This design comes from an exercise in tuning for small area on the open sky130 flow, not from production work.
In this exercise RTL edits were held to simulation tests only and were not proved equivalent to the original.
Power and IR drop assume default switching activity.

==> trial 73 <==
Design user_logic, start of the top module:
module user_logic (
    input  wire  tck,
    input  wire  rst_n_i,
    input  wire  test_logic_reset_i,
    input  wire  ir_is_user_i,
    input  wire  capture_dr_i,
    input  wire  shift_dr_i,
    input  wire  update_dr_i,
    input  wire  tdi_i,
    output logic tdo_o
);
clock: 10.0 ns
lec_check: 0
cap_margin: 30
core_margin: 2
core_utilization: 80
cts_buf_list: sky130_fd_sc_hd__clkbuf_8
cts_cluster_diameter: 50
cts_cluster_size: 16
place_density: 0.88
slew_margin: 20
standard.sh (not shown) runs the stock make flow with config.mk's settings and CLKGATE_MAP_FILE= SYNTH_SCRIPT=/design/flow/synth_recipe.tcl, a recipe that flattens the netlist after the stock synthesis.
==> flow/flow/run.sh <==
#!/bin/bash
# The standard layout, with one change: the clock tree is built without
# dummy loads (same buffer list and sink clustering as config.mk asks for).
set -euo pipefail
CTS="-sink_clustering_enable -repair_clock_nets -dont_use_dummy_load"
CTS="$CTS -sink_clustering_size 16 -sink_clustering_max_diameter 50"
CTS="$CTS -buf_list sky130_fd_sc_hd__clkbuf_8"
bash standard.sh "CTS_ARGS=$CTS" finish > standard_flow.log 2>&1
==> build 60: changes against trial 73 <==
- CORE_UTILIZATION: 80 -> 70
- PLACE_DENSITY: 0.88 -> 0.8
==> trial 93: changes against trial 73 <==
--- a/flow/design.v
+++ b/flow/design.v
@@ -66,52 +66,52 @@
                 default: begin
                     ps_q <= PS_OP;
                 end
             endcase
         end
     end
     assign ins = upd && cs_q == CS_LOAD && ps_q == PS_DST;
-    logic [11:0] er_q [NE-7];
-    logic [11:0] dl_q [7];
+    logic [11:0] er_q [NE];
+    logic [11:0] dl_q [3];
     logic [6:0]  kk_q;
     logic        any_q;
     logic [11:0] coarse;
     logic [11:0] tap;
     logic        kill;
     logic [11:0] e0_out;
-    logic [11:0] er_tap [NE/8];
+    logic [11:0] er_tap [NE/4];
     always_comb begin
         er_tap[0] = e0_out;
-        for (int i = 1; i < NE / 8; i++) begin
-            er_tap[i] = er_q[8*i];
+        for (int i = 1; i < NE / 4; i++) begin
+            er_tap[i] = er_q[4*i];
         end
     end
-    assign coarse = er_tap[kk_q[6:3]];
+    assign coarse = er_tap[kk_q[6:2]];
     always_comb begin
-        if (kk_q[2:0] == 3'd0) begin
-            tap = coarse;
-        end else begin
-            tap = dl_q[kk_q[2:0] - 3'd1];
-        end
+        case (kk_q[1:0])
+            2'd0:    tap = coarse;
+            2'd1:    tap = dl_q[0];
+            2'd2:    tap = dl_q[1];
+            default: tap = dl_q[2];
+        endcase
     end
     logic [5:0] e_src;
     logic [5:0] e_dst;
     logic       e_vld;
     assign e_src = er_q[0][11:6];
     assign e_dst = er_q[0][5:0];
     assign e_vld = any_q && e_src != e_dst;
     assign e0_out = kill ? {e_dst, e_dst} : er_q[0];
     always_ff @(posedge tck) begin
         dl_q[0] <= coarse;
-        for (int i = 1; i < 7; i++) begin
-            dl_q[i] <= dl_q[i-1];
-        end
+        dl_q[1] <= dl_q[0];
+        dl_q[2] <= dl_q[1];
         er_q[0] <= ins ? {src_q, in_q[5:0]} : tap;
         er_q[1] <= e0_out;
-        for (int i = 2; i < NE - 7; i++) begin
+        for (int i = 2; i < NE; i++) begin
             er_q[i] <= er_q[i-1];
         end
     end
     always_ff @(posedge tck) begin
         if (!rst_n_i) begin
             kk_q  <= '0;
             any_q <= 1'b0;
==> flow/run.sh (new file) <==
#!/bin/bash
# synth_recipe.tcl (not shown) runs the flow's synth.tcl, then flattens the netlist and writes it again
# the make line also repeats each setting of config.mk as NAME=value (left out here)
make -C /OpenROAD-flow-scripts/flow DESIGN_CONFIG=/design/flow/config.mk WORK_HOME=/design/flow/orfs CLKGATE_MAP_FILE= SYNTH_SCRIPT=/design/flow/synth_recipe.tcl finish
- CORE_UTILIZATION: 80 -> 70
- PLACE_DENSITY: 0.88 -> 0.8
removed: flow/flow/run.sh
removed: flow/standard.sh
==> summary of the runs <==
- First-iteration DRC count, highest first: trial 73, trial 93, build 60.
- Trial 93 ran to the end with no violations. Trial 73 finished with timing, DRC and antenna clean. Build 60 completed with no timing, DRC or antenna violations.
- In build 60 the register-to-register slack is better than in trial 93, by 0.11 ns.
- In trial 73 the die area is lower than in trial 93, by about 13%.
- The highest clock power belongs to trial 93, the lowest to build 60.
- Sequential cell count is the same in build 60 and trial 73.
==> figures <==
metric	trial 93	trial 73	build 60
Fraction of power consumed by combinational cells	2.6%	3.3%	3.0%
Die ar.	94000 µm²	81300 µm²	92800 µm²
Synthesized instance count	4091	3934	3934
Clock-cell share of area	4.48%	3.88%	3.98%
Non-Filler Instances	5461	5129	5258
Clock Skews	0.0487 ns	0.0734 ns	0.101 ns
Die width	307 µm	285 µm	305 µm
PwrDens	246 nW/µm²	255 nW/µm²	252 nW/µm²
Via count of the first global-routing pass	30200	31500	28500
Met3 global-route usage	5.31%	6.20%	4.19%
Outcome	timing/DRC/antenna clean	timing/DRC/antenna clean	timing/DRC/antenna clean


==> inputs of trial 3 <==
Another version of the RTL of user_logic (not shown whole).
Settings: LEC_CHECK=0, CAP_MARGIN=30, CORE_MARGIN=2, CORE_UTILIZATION=40, SLEW_MARGIN=20; clock period 10.0 ns.
run.sh (not shown) runs the stock make flow with config.mk's settings and CLKGATE_MAP_FILE= SYNTH_SCRIPT=/design/flow/synth_recipe.tcl, a recipe that flattens the netlist after the stock synthesis.
Stock flow here: none of the scripts above is used.
==> build 6 (differences from trial 3) <==
--- a/flow/design.v
+++ b/flow/design.v
@@ -104,57 +104,53 @@
             end
         end
     end
     logic [5:0] e_src;
     logic [5:0] e_dst;
     assign e_src = er_q[0][11:6];
     assign e_dst = er_q[0][5:0];
     logic [16:0] nr_q [NN];
-    logic [63:0] br_q;
     logic [5:0]  p_q;
     logic [5:0]  rd_node;
     logic [5:0]  rd_pos;
     logic [16:0] rd;
     assign rd_node = (cs_q == CS_DONE) ? end_q : e_src;
     assign rd_pos  = p_q + ~rd_node;
     assign rd      = nr_q[rd_pos];
     logic [15:0] acc_q;
     logic [5:0]  tgt_q;
     logic [6:0]  pc_q;
     logic [6:0]  sc_q;
     logic        pulled_q;
     logic        wr;
     logic        clr_d;
-    logic        bclr;
+    logic        clr_b;
+    logic [63:0] hit;
     logic        bset;
     logic [5:0]  bpos;
     logic        ready_tail;
     logic        pass_end;
     assign wr       = cs_q == CS_WAIT && p_q == tgt_q;
     assign clr_d    = cs_q == CS_LOAD || cs_q == CS_CLEAR;
-    assign bclr     = cs_q == CS_BPASS && pc_q == '0;
+    assign clr_b    = clr_d || (cs_q == CS_SCAN && !sc_q[6] && !nr_q[NN-1][16]);
     assign bset     = cs_q == CS_BPASS && any_q && !rd[16];
     assign bpos     = p_q + ~e_dst;
     assign pass_end = pc_q == kk_q;
-    assign ready_tail = !nr_q[NN-1][16] && !br_q[NN-1];
+    assign ready_tail = !nr_q[NN-1][16] && !nr_q[NN-1][0];
+    assign hit        = bset ? (64'd1 << bpos) : 64'd0;
     always_ff @(posedge tck) begin
         if (wr) begin
             nr_q[0] <= {1'b1, acc_q};
         end else begin
-            nr_q[0] <= {nr_q[NN-1][16] && !clr_d, nr_q[NN-1][15:0]};
+            nr_q[0] <= {nr_q[NN-1][16] && !clr_d, nr_q[NN-1][15:1],
+                        (nr_q[NN-1][0] && !clr_b) || hit[NN-1]};
         end
         for (int i = 1; i < NN; i++) begin
-            nr_q[i] <= nr_q[i-1];
-        end
-    end
-    always_ff @(posedge tck) begin
-        br_q[0] <= (br_q[NN-1] && !bclr) || (bset && bpos == 6'(NN-1));
-        for (int i = 1; i < NN; i++) begin
-            br_q[i] <= (br_q[i-1] && !bclr) || (bset && bpos == 6'(i-1));
+            nr_q[i] <= {nr_q[i-1][16:1], nr_q[i-1][0] || hit[i-1]};
         end
     end
     always_ff @(posedge tck) begin
         if (!rst_n_i) begin
             cs_q <= CS_LOAD;
             p_q  <= '0;
         end else begin
             p_q <= p_q + 1'b1;
@@ -232,28 +228,20 @@
         endcase
     end
     logic [4:0] pos_q;
     logic       cap_q;
     always_ff @(posedge tck) begin
         if (!rst_n_i || test_logic_reset_i) begin
             pos_q <= 5'd17;
             cap_q <= 1'b0;
+            tdo_o <= 1'b0;
         end else if (ir_is_user_i && capture_dr_i) begin
             pos_q <= '0;
             cap_q <= cs_q == CS_DONE;
+            tdo_o <= cs_q == CS_DONE;
         end else if (ir_is_user_i && shift_dr_i && pos_q != 5'd17) begin
             pos_q <= pos_q + 1'b1;
-        end
-    end
-    logic [4:0] bit_idx;
-    assign bit_idx = pos_q - 1'b1;
-    always_comb begin
-        if (pos_q == '0) begin
-            tdo_o = cap_q;
-        end else if (cap_q && pos_q <= 5'd16) begin
-            tdo_o = rd[bit_idx[3:0]];
-        end else begin
-            tdo_o = 1'b0;
+            tdo_o <= cap_q && !pos_q[4] && rd[pos_q[3:0]];
         end
     end
 endmodule
 `default_nettype wire
==> flow/flow/run.sh (new file) <==
#!/bin/bash
# The standard layout, with one change: the clock tree is built without
# dummy loads (same buffer list and sink clustering as config.mk asks for).
set -euo pipefail
CTS="-sink_clustering_enable -repair_clock_nets -dont_use_dummy_load"
CTS="$CTS -sink_clustering_size 16 -sink_clustering_max_diameter 50"
CTS="$CTS -buf_list sky130_fd_sc_hd__clkbuf_8"
bash standard.sh "CTS_ARGS=$CTS" finish > standard_flow.log 2>&1
==> flow/standard.sh (new file) <==
#!/bin/bash
# synth_recipe.tcl (not shown) runs the flow's synth.tcl, then flattens the netlist and writes it again
# the make line also repeats each setting of config.mk as NAME=value (left out here)
make -C /OpenROAD-flow-scripts/flow DESIGN_CONFIG=/design/flow/config.mk WORK_HOME=/design/flow/orfs CLKGATE_MAP_FILE= SYNTH_SCRIPT=/design/flow/synth_recipe.tcl "${@:-finish}"
Settings changed: CORE_UTILIZATION 40 to 70, CTS_BUF_LIST set to sky130_fd_sc_hd__clkbuf_8, CTS_CLUSTER_DIAMETER set to 50, CTS_CLUSTER_SIZE set to 16, GPL_TIMING_DRIVEN set to 0, PLACE_DENSITY set to 0.8.
removed: flow/run.sh
==> trial 55 (differences from trial 3) <==
--- a/flow/design.v
+++ b/flow/design.v
@@ -104,57 +104,53 @@
             end
         end
     end
     logic [5:0] e_src;
     logic [5:0] e_dst;
     assign e_src = er_q[0][11:6];
     assign e_dst = er_q[0][5:0];
     logic [16:0] nr_q [NN];
-    logic [63:0] br_q;
     logic [5:0]  p_q;
     logic [5:0]  rd_node;
     logic [5:0]  rd_pos;
     logic [16:0] rd;
     assign rd_node = (cs_q == CS_DONE) ? end_q : e_src;
     assign rd_pos  = p_q + ~rd_node;
     assign rd      = nr_q[rd_pos];
     logic [15:0] acc_q;
     logic [5:0]  tgt_q;
     logic [6:0]  pc_q;
     logic [6:0]  sc_q;
     logic        pulled_q;
     logic        wr;
     logic        clr_d;
-    logic        bclr;
+    logic        clr_b;
+    logic [63:0] hit;
     logic        bset;
     logic [5:0]  bpos;
     logic        ready_tail;
     logic        pass_end;
     assign wr       = cs_q == CS_WAIT && p_q == tgt_q;
     assign clr_d    = cs_q == CS_LOAD || cs_q == CS_CLEAR;
-    assign bclr     = cs_q == CS_BPASS && pc_q == '0;
+    assign clr_b    = clr_d || (cs_q == CS_SCAN && !sc_q[6] && !nr_q[NN-1][16]);
     assign bset     = cs_q == CS_BPASS && any_q && !rd[16];
     assign bpos     = p_q + ~e_dst;
     assign pass_end = pc_q == kk_q;
-    assign ready_tail = !nr_q[NN-1][16] && !br_q[NN-1];
+    assign ready_tail = !nr_q[NN-1][16] && !nr_q[NN-1][0];
+    assign hit        = bset ? (64'd1 << bpos) : 64'd0;
     always_ff @(posedge tck) begin
         if (wr) begin
             nr_q[0] <= {1'b1, acc_q};
         end else begin
-            nr_q[0] <= {nr_q[NN-1][16] && !clr_d, nr_q[NN-1][15:0]};
+            nr_q[0] <= {nr_q[NN-1][16] && !clr_d, nr_q[NN-1][15:1],
+                        (nr_q[NN-1][0] && !clr_b) || hit[NN-1]};
         end
         for (int i = 1; i < NN; i++) begin
-            nr_q[i] <= nr_q[i-1];
-        end
-    end
-    always_ff @(posedge tck) begin
-        br_q[0] <= (br_q[NN-1] && !bclr) || (bset && bpos == 6'(NN-1));
-        for (int i = 1; i < NN; i++) begin
-            br_q[i] <= (br_q[i-1] && !bclr) || (bset && bpos == 6'(i-1));
+            nr_q[i] <= {nr_q[i-1][16:1], nr_q[i-1][0] || hit[i-1]};
         end
     end
     always_ff @(posedge tck) begin
         if (!rst_n_i) begin
             cs_q <= CS_LOAD;
             p_q  <= '0;
         end else begin
             p_q <= p_q + 1'b1;
@@ -232,28 +228,20 @@
         endcase
     end
     logic [4:0] pos_q;
     logic       cap_q;
     always_ff @(posedge tck) begin
         if (!rst_n_i || test_logic_reset_i) begin
             pos_q <= 5'd17;
             cap_q <= 1'b0;
+            tdo_o <= 1'b0;
         end else if (ir_is_user_i && capture_dr_i) begin
             pos_q <= '0;
             cap_q <= cs_q == CS_DONE;
+            tdo_o <= cs_q == CS_DONE;
         end else if (ir_is_user_i && shift_dr_i && pos_q != 5'd17) begin
             pos_q <= pos_q + 1'b1;
-        end
-    end
-    logic [4:0] bit_idx;
-    assign bit_idx = pos_q - 1'b1;
-    always_comb begin
-        if (pos_q == '0) begin
-            tdo_o = cap_q;
-        end else if (cap_q && pos_q <= 5'd16) begin
-            tdo_o = rd[bit_idx[3:0]];
-        end else begin
-            tdo_o = 1'b0;
+            tdo_o <= cap_q && !pos_q[4] && rd[pos_q[3:0]];
         end
     end
 endmodule
 `default_nettype wire
Settings changed: CORE_UTILIZATION 40 to 70, CTS_BUF_LIST set to sky130_fd_sc_hd__clkbuf_8, CTS_CLUSTER_DIAMETER set to 50, CTS_CLUSTER_SIZE set to 16, PLACE_DENSITY set to 0.8.
==> comparison table <==
quantity                                                                                        build 6                     trial 3                   trial 55
Reg-to-reg setup timing slack                                                                    130 ps                     1580 ps                    1290 ps
Total leakage power                                                                          0.02935 uW                  0.03244 uW                 0.02916 uW
Die span in y                                                                                  322.8 um                    430.3 um                   322.8 um
Run status                                                                      complete, no violations     complete, no violations    complete, no violations
Library cell used as clock root buffer                                        sky130_fd_sc_hd__clkbuf_8  sky130_fd_sc_hd__clkbuf_16  sky130_fd_sc_hd__clkbuf_8
Number of antenna violations at the first check in global routing                                    21                           7                          8
Layout cells sized above 1                                                                       9.688%                      13.38%                     9.811%
Final wirelength                                                                             242,900 um                  208,700 um                 203,400 um
Post-layout nets                                                                                  5,529                       5,518                      5,340
Min setup slack post-route                                                                     133.4 ps                    189.2 ps                    1289 ps
Clock group share of total power                                                                  25.4%                       40.4%                      27.2%
Number of rows in the core area                                                                     116                         156                        116
Met3 WL                                                                                       29,400 um                   18,010 um                  20,370 um
Maximum number of pins on one net before global-route repair                                         17                          74                         90
Number of design-rule violations left by the first detailed-router iteration                      7,116                       4,698                      5,272
Clock insertion delay at the later pin of the skew report                                        960 ps                      930 ps                     970 ps
Clock group total power                                                                         5020 uW                   10,200 uW                    5220 uW
GP Congestion                                                                                     1.055                      0.9431                      1.052
End point of the critical path                                                                acc_q[15]                       tdo_o                  acc_q[14]
Inserted Clock Buffers                                                                              197                         278                        197
Number of synthesized register bits                                                               2,714                       2,777                      2,714
Worst reg2reg path startpoint                                                                   cs_q[1]                     cs_q[2]                    cs_q[0]
Total area of multi-input combinational cells                                               15,260 um^2                 15,870 um^2                15,430 um^2
Worst hold path startpoint                                                                  nr_q[10][3]                er_q[49][10]               er_q[109][4]
Non-clk invs                                                                                         44                          41                         44
Fraction of standard cell area in multi-input logic                                              19.90%                      18.55%                     20.19%

what the ideal ports hide:
In the flow no input, the clock included, has a driving cell. The finished layouts below were timed again as built, in two steps.
Step 1 assumes that a clkbuf_16 drives the clock port and a buf_2 every other input.
Step 2 also shifts input and output timing later by t, the mid clock arrival at the registers, as if the neighbouring blocks saw the same clock.
Three values: no drivers, after step 1, after step 2; two values: the first two.
run	t (ns)	setup WS [ns]	worst setup path after step 2	worst data-port slew with drivers (ns)	pins driven straight from the clock port
trial 73	0.907	3.107 / 3.107 / 3.107	register to register	0.04	1
build 60	0.901	3.519 / 3.519 / 3.519	register to register	0.04	1
trial 93	0.959	3.413 / 3.413 / 3.413	register to register	0.07	1
trial 3	0.975	0.189 / 0.100 / 1.075	register to output	0.04	1
build 6	1.004	0.133 / 0.133 / 0.133	register to register	0.07	1
trial 55	1.026	1.289 / 1.289 / 1.289	register to register	0.05	1
After both steps setup and hold are still met in every run listed.
